Background: an optimization exercise with open tools, aiming at small area, a short achievable clock period and few clock cycles. Do not read the settings as production practice.
Only simulation tests tie the RTL to the original design; equivalence was not proved.
Power figures rest on the tool's default switching activity, not on a simulated workload.

File: flow/run.sh
#!/bin/bash
# synth_recipe.tcl (not shown) runs the flow's synth.tcl, then flattens the netlist and writes it again
# the make line also repeats each setting of config.mk as NAME=value (left out here)
make -C /OpenROAD-flow-scripts/flow DESIGN_CONFIG=/design/flow/config.mk WORK_HOME=/design/flow/orfs CLKGATE_MAP_FILE= SYNTH_SCRIPT=/design/flow/synth_recipe.tcl finish
File: flow/config.mk
export PLATFORM = sky130hd
export DESIGN_NAME = rhythm_slot_regularity_tracker_unit
export DESIGN_NICKNAME = rhythm_slot_regularity_tracker_unit
export VERILOG_FILES = /design/flow/design.v
export SDC_FILE = /design/flow/constraint.sdc
export NUM_CORES = 4
export LEC_CHECK = 0
export CAP_MARGIN = 20
export CORE_MARGIN = 2
export CORE_UTILIZATION = 40
export SLEW_MARGIN = 20
File: flow/constraint.sdc
create_clock -name core_clock -period 10.0 [get_ports {aclk}]
set_input_delay 2.0000 -clock core_clock [delete_from_list [all_inputs] [get_ports {aclk}]]
set_output_delay 2.0000 -clock core_clock [all_outputs]
set_load 0.01 [all_outputs]
File: flow/design.v
`timescale 1ns / 1ps
`default_nettype none
package rsrt_pkg;
    localparam int SLOT_COUNT = 16;
    localparam int COUNT_BITS = 8;
    localparam int SLOT_W     = $clog2(SLOT_COUNT);
    localparam int SUM_W      = COUNT_BITS + SLOT_W;
    localparam int CNT_W      = SLOT_W + 1;
    localparam int NUM_W      = SUM_W + 1;
    localparam int DEN_W      = CNT_W + 1;
    localparam int DCNT_W     = $clog2(NUM_W + 1);
    localparam int ADD_W      = COUNT_BITS + 9;
    localparam int PROD_W     = 16 + COUNT_BITS;
    localparam int CFG_IDX_W  = 1;
    localparam logic [1:0] REQ_ADD    = 2'd0;
    localparam logic [1:0] REQ_CLEAR  = 2'd1;
    localparam logic [1:0] REQ_SMOOTH = 2'd2;
    localparam logic [1:0] REQ_STEP   = 2'd3;
    localparam logic [1:0] CASE_NONE   = 2'd0;
    localparam logic [1:0] CASE_EMPTY  = 2'd1;
    localparam logic [1:0] CASE_HIT    = 2'd2;
    localparam logic [1:0] CASE_MISSED = 2'd3;
    localparam logic [CFG_IDX_W-1:0] CFG_ACTIVATION = 1'd0;
    localparam logic [CFG_IDX_W-1:0] CFG_RATIO      = 1'd1;
    typedef struct packed {
        logic [1:0] req_type;
        logic [3:0] slot_index;
        logic [7:0] hit_amount;
    } rsrt_in_t;
    typedef struct packed {
        logic [7:0]  smoothed_mean;
        logic [7:0]  raw_mean;
        logic        entry_dismissed;
        logic        is_active;
        logic [15:0] regularity_score;
        logic [1:0]  step_case;
    } rsrt_out_t;
    typedef struct packed {
        logic load;
        logic exec;
        logic sweep1;
        logic sweep2;
        logic div_load;
        logic div_second;
        logic div_step;
        logic fin_raw;
        logic fin_mean;
        logic out_load;
    } rsrt_cmd_t;
    typedef struct packed {
        logic       last;
        logic       div_done;
        logic [1:0] req_type;
    } rsrt_status_t;
endpackage
`default_nettype wire
`timescale 1ns / 1ps
`default_nettype none
module rsrt_ctrl (
    input  wire logic         aclk,
    input  wire logic         aresetn,
    input  wire logic         s_valid,
    output logic              s_ready,
    output logic              m_valid,
    input  wire logic         m_ready,
    input  rsrt_pkg::rsrt_status_t status,
    output rsrt_pkg::rsrt_cmd_t         cmd
);
    localparam logic [1:0] REQ_SMOOTH = rsrt_pkg::REQ_SMOOTH;
    localparam logic [3:0] ST_IDLE = 4'd0;
    localparam logic [3:0] ST_EXEC = 4'd1;
    localparam logic [3:0] ST_SWP1 = 4'd2;
    localparam logic [3:0] ST_DLD1 = 4'd3;
    localparam logic [3:0] ST_DIV1 = 4'd4;
    localparam logic [3:0] ST_SWP2 = 4'd5;
    localparam logic [3:0] ST_DLD2 = 4'd6;
    localparam logic [3:0] ST_DIV2 = 4'd7;
    localparam logic [3:0] ST_OUT  = 4'd8;
    logic [3:0] state_reg, state_next;
    logic       m_valid_reg, m_valid_next;
    logic       out_free;
    assign s_ready  = (state_reg == ST_IDLE);
    assign m_valid  = m_valid_reg;
    assign out_free = !m_valid_reg || m_ready;
    always_comb begin
        state_next   = state_reg;
        m_valid_next = m_valid_reg && !m_ready;
        cmd          = '0;
        unique case (state_reg)
            ST_IDLE: begin
                if (s_valid) begin
                    cmd.load   = 1'b1;
                    state_next = ST_EXEC;
                end
            end
            ST_EXEC: begin
                if (status.req_type == REQ_SMOOTH) begin
                    state_next = ST_SWP1;
                end else begin
                    cmd.exec   = 1'b1;
                    state_next = ST_OUT;
                end
            end
            ST_SWP1: begin
                cmd.sweep1 = 1'b1;
                if (status.last) state_next = ST_DLD1;
            end
            ST_DLD1: begin
                cmd.div_load = 1'b1;
                state_next   = ST_DIV1;
            end
            ST_DIV1: begin
                if (status.div_done) begin
                    cmd.fin_raw = 1'b1;
                    state_next  = ST_SWP2;
                end else begin
                    cmd.div_step = 1'b1;
                end
            end
            ST_SWP2: begin
                cmd.sweep2 = 1'b1;
                if (status.last) state_next = ST_DLD2;
            end
            ST_DLD2: begin
                cmd.div_load   = 1'b1;
                cmd.div_second = 1'b1;
                state_next     = ST_DIV2;
            end
            ST_DIV2: begin
                if (status.div_done) begin
                    cmd.fin_mean = 1'b1;
                    state_next   = ST_OUT;
                end else begin
                    cmd.div_step = 1'b1;
                end
            end
            ST_OUT: begin
                if (out_free) begin
                    cmd.out_load = 1'b1;
                    m_valid_next = 1'b1;
                    state_next   = ST_IDLE;
                end
            end
            default: begin
                state_next = ST_IDLE;
            end
        endcase
    end
    always_ff @(posedge aclk) begin
        if (!aresetn) begin
            state_reg   <= ST_IDLE;
            m_valid_reg <= 1'b0;
        end else begin
            state_reg   <= state_next;
            m_valid_reg <= m_valid_next;
        end
    end
endmodule
`default_nettype wire
`timescale 1ns / 1ps
`default_nettype none
module rsrt_datapath (
    input  wire logic                 aclk,
    input  wire logic                 aresetn,
    input  rsrt_pkg::rsrt_in_t             s_data,
    input  wire logic                 cfg_we,
    input  wire logic [rsrt_pkg::CFG_IDX_W-1:0] cfg_index,
    input  wire logic [15:0]          cfg_data,
    input  rsrt_pkg::rsrt_cmd_t            cmd,
    output rsrt_pkg::rsrt_status_t              status,
    output rsrt_pkg::rsrt_out_t                 m_data
);
    localparam int SLOT_COUNT = rsrt_pkg::SLOT_COUNT;
    localparam int COUNT_BITS = rsrt_pkg::COUNT_BITS;
    localparam int SLOT_W = rsrt_pkg::SLOT_W;
    localparam int SUM_W = rsrt_pkg::SUM_W;
    localparam int CNT_W = rsrt_pkg::CNT_W;
    localparam int NUM_W = rsrt_pkg::NUM_W;
    localparam int DEN_W = rsrt_pkg::DEN_W;
    localparam int DCNT_W = rsrt_pkg::DCNT_W;
    localparam int ADD_W = rsrt_pkg::ADD_W;
    localparam int PROD_W = rsrt_pkg::PROD_W;
    localparam logic [1:0] REQ_ADD = rsrt_pkg::REQ_ADD;
    localparam logic [1:0] REQ_CLEAR = rsrt_pkg::REQ_CLEAR;
    localparam logic [1:0] REQ_STEP = rsrt_pkg::REQ_STEP;
    localparam logic [1:0] CASE_NONE = rsrt_pkg::CASE_NONE;
    localparam logic [1:0] CASE_EMPTY = rsrt_pkg::CASE_EMPTY;
    localparam logic [1:0] CASE_HIT = rsrt_pkg::CASE_HIT;
    localparam logic [1:0] CASE_MISSED = rsrt_pkg::CASE_MISSED;
    localparam logic [rsrt_pkg::CFG_IDX_W-1:0] CFG_ACTIVATION = rsrt_pkg::CFG_ACTIVATION;
    localparam logic [rsrt_pkg::CFG_IDX_W-1:0] CFG_RATIO = rsrt_pkg::CFG_RATIO;
    typedef rsrt_pkg::rsrt_in_t rsrt_in_t;
    typedef rsrt_pkg::rsrt_out_t rsrt_out_t;
    localparam logic [COUNT_BITS-1:0] SLOT_MAX = {COUNT_BITS{1'b1}};
    localparam logic [SLOT_W-1:0]     LAST_IX  = SLOT_W'(SLOT_COUNT - 1);
    logic [COUNT_BITS-1:0] hit_reg [SLOT_COUNT];
    logic [COUNT_BITS-1:0] ref_reg [SLOT_COUNT];
    logic [7:0]            mean_reg;
    logic [15:0]           score_reg;
    logic [7:0]            act_reg;
    logic [15:0]           lim_reg;
    rsrt_in_t              req_reg;
    logic [SLOT_W-1:0]     addr_reg;
    logic [SUM_W-1:0]      sum_reg;
    logic [CNT_W-1:0]      cnt_reg;
    logic [COUNT_BITS-1:0] peak_reg;
    logic [7:0]            raw_reg;
    logic                  dis_reg;
    logic [1:0]            case_reg;
    logic [NUM_W-1:0]      num_reg;
    logic [DEN_W-1:0]      den_reg;
    logic [DEN_W-1:0]      rem_reg;
    logic [DCNT_W-1:0]     dcnt_reg;
    rsrt_out_t             out_reg;
    logic                  slot_ok;
    logic [SLOT_W-1:0]     slot_ix;
    logic [SLOT_W-1:0]     prev_ix;
    logic                  low_mean;
    logic [SLOT_W-1:0]     ex_ix;
    logic [SLOT_W-1:0]     rd_ix;
    logic [COUNT_BITS-1:0] rd_hit;
    logic [COUNT_BITS-1:0] rd_ref;
    logic [ADD_W-1:0]      add_sum;
    logic [COUNT_BITS-1:0] add_val;
    logic                  kill;
    logic [PROD_W-1:0]     lim_prod;
    logic [DEN_W:0]        div_t;
    logic                  div_bit;
    logic [7:0]            quo_sat;
    assign slot_ok  = 32'(req_reg.slot_index) < SLOT_COUNT;
    assign slot_ix  = SLOT_W'(req_reg.slot_index);
    assign prev_ix  = (slot_ix == '0) ? LAST_IX : slot_ix - 1'b1;
    assign low_mean = mean_reg < act_reg;
    assign ex_ix    = (req_reg.req_type == REQ_STEP && !low_mean) ? prev_ix : slot_ix;
    assign rd_ix    = cmd.exec ? ex_ix : addr_reg;
    assign rd_hit   = hit_reg[rd_ix];
    assign rd_ref   = ref_reg[rd_ix];
    assign add_sum  = ADD_W'(rd_hit) + ADD_W'(req_reg.hit_amount);
    assign add_val  = (add_sum > ADD_W'(SLOT_MAX)) ? SLOT_MAX : add_sum[COUNT_BITS-1:0];
    assign lim_prod = PROD_W'(lim_reg) * PROD_W'(peak_reg);
    assign kill     = (rd_hit != '0)
                   && (((COUNT_BITS + 2)'(rd_hit) * (COUNT_BITS + 2)'(3))
                           < (COUNT_BITS + 2)'(peak_reg)
                       || (PROD_W'(rd_hit) << 8) > lim_prod);
    assign div_t    = {rem_reg, num_reg[NUM_W-1]};
    assign div_bit  = div_t >= (DEN_W + 1)'(den_reg);
    assign quo_sat  = (den_reg == '0) ? 8'd0
                    : (num_reg > NUM_W'(255)) ? 8'd255 : num_reg[7:0];
    assign status.last     = (addr_reg == LAST_IX);
    assign status.div_done = (dcnt_reg == '0);
    assign status.req_type = req_reg.req_type;
    assign m_data          = out_reg;
    always_ff @(posedge aclk) begin
        if (!aresetn) begin
            for (int i = 0; i < SLOT_COUNT; i++) begin
                hit_reg[i] <= '0;
                ref_reg[i] <= '0;
            end
            mean_reg  <= '0;
            score_reg <= '0;
            act_reg   <= 8'd4;
            lim_reg   <= 16'hFFFF;
        end else begin
            if (cfg_we) begin
                unique case (cfg_index)
                    CFG_ACTIVATION: act_reg <= cfg_data[7:0];
                    CFG_RATIO:      lim_reg <= cfg_data;
                    default: ;
                endcase
            end
            if (cmd.exec) begin
                unique case (req_reg.req_type)
                    REQ_ADD: begin
                        if (slot_ok) hit_reg[rd_ix] <= add_val;
                    end
                    REQ_CLEAR: begin
                        for (int i = 0; i < SLOT_COUNT; i++) hit_reg[i] <= '0;
                    end
                    REQ_STEP: begin
                        if (slot_ok) begin
                            ref_reg[rd_ix] <= rd_hit;
                            if (!low_mean) begin
                                if ((rd_hit == '0 && rd_ref == '0) || rd_hit > rd_ref) begin
                                    if (score_reg != 16'hFFFF) score_reg <= score_reg + 1'b1;
                                end else if (rd_hit != '0) begin
                                    if (score_reg != '0) score_reg <= score_reg - 1'b1;
                                end
                            end
                        end
                    end
                    default: ;
                endcase
            end
            if (cmd.sweep2 && kill) hit_reg[rd_ix] <= '0;
            if (cmd.fin_mean) mean_reg <= quo_sat;
        end
    end
    always_ff @(posedge aclk) begin
        if (cmd.load) begin
            req_reg  <= s_data;
            addr_reg <= '0;
            sum_reg  <= '0;
            cnt_reg  <= '0;
            peak_reg <= '0;
            raw_reg  <= '0;
            dis_reg  <= 1'b0;
            case_reg <= CASE_NONE;
            dcnt_reg <= '0;
        end
        if (cmd.exec && req_reg.req_type == REQ_STEP && slot_ok && !low_mean) begin
            priority if (rd_hit == '0 && rd_ref == '0) begin
                case_reg <= CASE_EMPTY;
            end else if (rd_hit != '0 && rd_hit > rd_ref) begin
                case_reg <= CASE_HIT;
            end else if (rd_hit != '0) begin
                case_reg <= CASE_MISSED;
            end else begin
                case_reg <= CASE_NONE;
            end
        end
        if (cmd.sweep1) begin
            addr_reg <= addr_reg + 1'b1;
            if (rd_hit != '0) begin
                cnt_reg <= cnt_reg + 1'b1;
                sum_reg <= sum_reg + SUM_W'(rd_hit);
                if (rd_hit > peak_reg) peak_reg <= rd_hit;
            end
        end
        if (cmd.sweep2) begin
            addr_reg <= addr_reg + 1'b1;
            if (kill) begin
                dis_reg <= 1'b1;
            end else if (rd_hit != '0) begin
                cnt_reg <= cnt_reg + 1'b1;
                sum_reg <= sum_reg + SUM_W'(rd_hit);
            end
        end
        if (cmd.div_load) begin
            if (cmd.div_second) begin
                num_reg <= {sum_reg, 1'b0} + NUM_W'(cnt_reg);
                den_reg <= {cnt_reg, 1'b0};
            end else begin
                num_reg <= NUM_W'(sum_reg);
                den_reg <= DEN_W'(cnt_reg);
            end
            rem_reg  <= '0;
            dcnt_reg <= DCNT_W'(NUM_W);
            sum_reg  <= '0;
            cnt_reg  <= '0;
            addr_reg <= '0;
        end
        if (cmd.div_step) begin
            rem_reg  <= div_bit ? DEN_W'(div_t - (DEN_W + 1)'(den_reg)) : div_t[DEN_W-1:0];
            num_reg  <= {num_reg[NUM_W-2:0], div_bit};
            dcnt_reg <= dcnt_reg - 1'b1;
        end
        if (cmd.fin_raw) raw_reg <= quo_sat;
        if (cmd.out_load) begin
            out_reg.smoothed_mean    <= mean_reg;
            out_reg.raw_mean         <= raw_reg;
            out_reg.entry_dismissed  <= dis_reg;
            out_reg.is_active        <= mean_reg > act_reg;
            out_reg.regularity_score <= score_reg;
            out_reg.step_case        <= case_reg;
        end
    end
endmodule
`default_nettype wire
`timescale 1ns / 1ps
`default_nettype none
module rhythm_slot_regularity_tracker_unit (
    input  wire logic                 aclk,
    input  wire logic                 aresetn,
    input  wire logic                 s_valid,
    output logic                      s_ready,
    input  rsrt_pkg::rsrt_in_t             s_data,
    output logic                      m_valid,
    input  wire logic                 m_ready,
    output rsrt_pkg::rsrt_out_t                 m_data,
    input  wire logic                 cfg_valid,
    output logic                      cfg_ready,
    input  wire logic [rsrt_pkg::CFG_IDX_W-1:0] cfg_index,
    input  wire logic [15:0]          cfg_data
);
    typedef rsrt_pkg::rsrt_cmd_t rsrt_cmd_t;
    typedef rsrt_pkg::rsrt_status_t rsrt_status_t;
    rsrt_cmd_t    cmd;
    rsrt_status_t status;
    assign cfg_ready = 1'b1;
    rsrt_ctrl u_ctrl (
        .aclk    (aclk),
        .aresetn (aresetn),
        .s_valid (s_valid),
        .s_ready (s_ready),
        .m_valid (m_valid),
        .m_ready (m_ready),
        .status  (status),
        .cmd     (cmd)
    );
    rsrt_datapath u_datapath (
        .aclk      (aclk),
        .aresetn   (aresetn),
        .s_data    (s_data),
        .cfg_we    (cfg_valid),
        .cfg_index (cfg_index),
        .cfg_data  (cfg_data),
        .cmd       (cmd),
        .status    (status),
        .m_data    (m_data)
    );
endmodule
`default_nettype wire
==> summary.txt <==
Status
  • Status: no timing/DRC/antenna violations

Detailed routing
  • WL/cell: about 19 um
  • DRT Wirelength: 66.9 mm
  • Remaining antenna violation count: 0
  • Drt first-iter violations: 1746
  • Pre-Repair DR Iteration Count: 6
  • Vias per cell: 5.38
  • # DRC: 0
  • Vias post-DR: 19100

STA
  • Final period util: between 90% and 100%
  • RSZ-0062 raised after global routing: no
  • Max_slew headroom: 30.1%
  • Post-layout min period: 9.13 ns
  • Slew of the pin with the lowest slew margin: roughly 1.0 ns
  • Fmax achieved: 109 MHz
  • Worst hold margin: between 0.4 and 0.5 ns
  • Slew Viols, Final: 0
  • Final hold violations: 0
  • Worst Skew: about 0.026 ns
  • Setup TNS: 0 ns
  • # setup viols final: 0

Layout
  • Area grow syn2layout: 13.2%
  • # fillers: 5865
  • Nets@finish: roughly 3000
  • Finished Cell Area: approximately 29000 sq um
  • Share of layout cells above drive strength 1: 6.14%

Pwr
  • Leak: 0.0119 uW
  • Peak supply drop: about 0.00027 V
  • Pwr Density: ~340 nW/um^2

Synthesis
  • Top_reg_cell synth: edfxtp_1
  • Post-synth EDFFs: 345
  • Netlist cell types: 74
  • Synthesized net count: 2874
  • Fraction of registers with async set/reset: 0%
  • Syn Std Cell Area: about 26000 sq um
  • Yosys top cell area share: ~40%
  • Mapped Cells: 2608
  • Largest cells by area after synthesis: edfxtp_1 40%, fa_1 7.0%, ha_1 6.8%, dfxtp_1 6.5%, nor2_1 5.8%
  • Yosys warning count: 2
  • Leading cell types by count after synthesis: 398 x nor2_1, 352 x nand2_1, 345 x edfxtp_1, 187 x inv_1, 140 x ha_1
  • Sequential element share of the synthesized area: 46.9%
  • Seq cells post-synth: 428
  • Mapped Avg Cell Area: 9.82 sq um
  • Most common cell in the netlist: nor2_1
  • Largest area contributor in the netlist: edfxtp_1

Setup path
  • Worst reg2reg startpoint: u_ctrl.state_reg[0]$_SDFFE_PN0P_
  • Crit path top cell by count: a21o_1
  • Buffers and inverters on the worst path: 2
  • Required @ worst endpoint: 10.52 ns
  • Slowest CP cell: or4_1
  • Reg2reg setup slack: 0.87 ns
  • Startpoint type of the worst setup path: flip-flop
  • Worst Setup End Kind: flip-flop
  • Slowest stage delay, CP: 0.84 ns
  • Reg2Reg Depth: 28
  • Crit path DAT: 9.65 ns
  • Cell family with most CP delay: compound AO/OA/AOI/OAI gates
  • Reg-to-Reg End: u_datapath.score_reg[15]$_SDFFE_PN0P_
  • Worst Path Max Fanout: 50
  • Setup CP Type: flip-flop to flip-flop

Clock tree
  • Hold Buf Count CTS: 0
  • Post-CTS Setup Bufs: 0
  • Root Buffer: clkbuf_16
  • Max clock buf depth: 3
  • Clk sink count: around 430
  • Clk slew on worst S/H paths: 0.06 ns
  • CTS buffer count: 48
  • H-tree depth: 2
  • Worst-skew pair later-pin latency: 0.60 ns
  • Post-CTS sizing: 0
  • CTS tree: yes

Place
  • I/O Buffers: 73
  • Post-DP Area: 27300 sq um
  • RePlAce Congestion: around 0.85
  • Post-DP HPWL: 47.3 mm

Global route
  • Largest net degree at the start of global routing: 57
  • First-pass GRT wire length: roughly 110 mm
  • Vias in the first global route: 19000
  • Gr usage total: 20.2%
  • Gr ovfl total: 0
  • Initial antenna violation count: 0

Worst hold path
  • Tightest Hold Check Type: flip-flop to flip-flop
  • Hold path cells: 0
  • WHS Endpoint: u_datapath.out_reg[22]$_DFFE_PP_
  • Hold_sp: u_datapath.raw_reg[2]$_SDFFCE_PN0P_

Floorplanning
  • Row count: just over 90
  • Die width: between 200 and 300 um
  • Die area: approximately 66000 sq um
  • Die Y: 257 um
  • Initial Util: 40.5%
  • Core ar.: about 63000 sq um
  • Io pins: 75

Flow run
  • Max-cap violations: 0
layout make-up:
type                            instances  area, sq um  area share, %
Clock inverter                         31          389           1.34
Sequential cell                       428        12000           41.5
Clock buffer                           59         1290           4.46
Tap cell                              846         1060           3.65
Multi-Input combinational cell       1877        12400           42.8
Inverter                              188          706           2.43
Timing Repair Buffer                  122         1120           3.86
Antenna cell                            1         2.50        0.00863
through the flow:
step                power (uW)  cells  setup WS (ns)  utilization (%)
CTS                       9810   3550          0.657             45.8
global route             10600   3551         0.0264             45.9
finish                    9840   3552          0.865             45.9
floorplan                 6170   2608           1.74                -
global placement          7760   3460          0.983             43.2
detailed placement        7910   3460          0.750             43.2
layer usage:
layer	part of all wire, %	global-route usage [%]	wire (um)	vias up
met2	46	32.6	30800	653
li1	-	-	-	9100
met5	0	0	0	-
met4	2.9	6.35	1950	0
met1	44	27.5	29100	9243
met3	7.4	3.75	4970	127
power breakdown:
group	internal, uW	switching (uW)
clock	1110	762
combinational	1960	3700
sequential	2140	159
kinds of logic after synthesis:
| kind of cell | synth area share [%] |
|---|---|
| other | 0.0146 |
| AO/OA/AOI/OAI | 9.70 |
| AND/OR/NAND/NOR | 19.9 |
| flip-flops | 46.9 |
| XOR/XNOR | 1.95 |
| multiplexers | 2.82 |
| buffers and inverters | 4.79 |
| adder cells (fa/ha/maj) | 13.9 |
how the worst max path moves through the flow:
stage,depth (start not counted),endpoint,start
floorplan,43,u_datapath.score_reg[15]$_SDFFE_PN0P_,u_datapath.act_reg[3]$_SDFFE_PN0P_
global placement,32,u_datapath.score_reg[15]$_SDFFE_PN0P_,u_datapath.act_reg[3]$_SDFFE_PN0P_
detailed placement,32,u_datapath.score_reg[15]$_SDFFE_PN0P_,u_datapath.act_reg[3]$_SDFFE_PN0P_
CTS,32,u_datapath.score_reg[15]$_SDFFE_PN0P_,u_datapath.act_reg[3]$_SDFFE_PN0P_
global route,34,u_datapath.score_reg[14]$_SDFFE_PN0P_,u_datapath.act_reg[3]$_SDFFE_PN0P_
finish,28,u_datapath.score_reg[15]$_SDFFE_PN0P_,u_ctrl.state_reg[0]$_SDFFE_PN0P_
layout by cell type, fill, tap and decap left out, drive strengths merged, types with 29 or more instances in the layout:
cell	synthesis	final
nor2	399	399
nand2	352	352
edfxtp	345	345
inv	187	188
ha	140	140
and2	116	116
a21oi	116	116
nand3	109	109
fa	90	90
dfxtp	83	83
o21ai	81	81
clkdlybuf4s50	0	73
mux2i	70	70
clkbuf	67	59
buf	48	49
a211oi	33	33
a31oi	32	32
xnor2	30	30
a21o	29	29
Testbench counts, summed over its fixed seeds: cycles 168,660.

[static timing again, ports no longer ideal]
No port has a modelled driver above. Below, the same layout with a new extraction and two added sets of constraints. Step 1 sets driving cells, clkbuf_16 on the clock port and buf_2 on the other inputs (assumed; they add their load-dependent delay and slew). Step 2 adds t to the input delays and takes it off the output delays; t is the mean of the earliest and latest rising clock arrival at the registers after step 1. Input paths then give back, and output paths get back, about the clock's delay inside the block. Slacks: ideal ports / drivers / drivers and shift; pairs: ideal ports / drivers.
shift t [ns]: 0.647
slack for setup (ns): 0.865 / 0.865 / 0.865
worst hold slack (ns): 0.415 / 0.415 / 0.415
worst setup path after step 2: register to register
slew at the worst register clock pin (ns): 0.07 / 0.07
After both steps setup and hold are still met in this run. For this run, drivers alone change the setup slack by 0.000 ns; drivers and shift together by 0.000 ns.
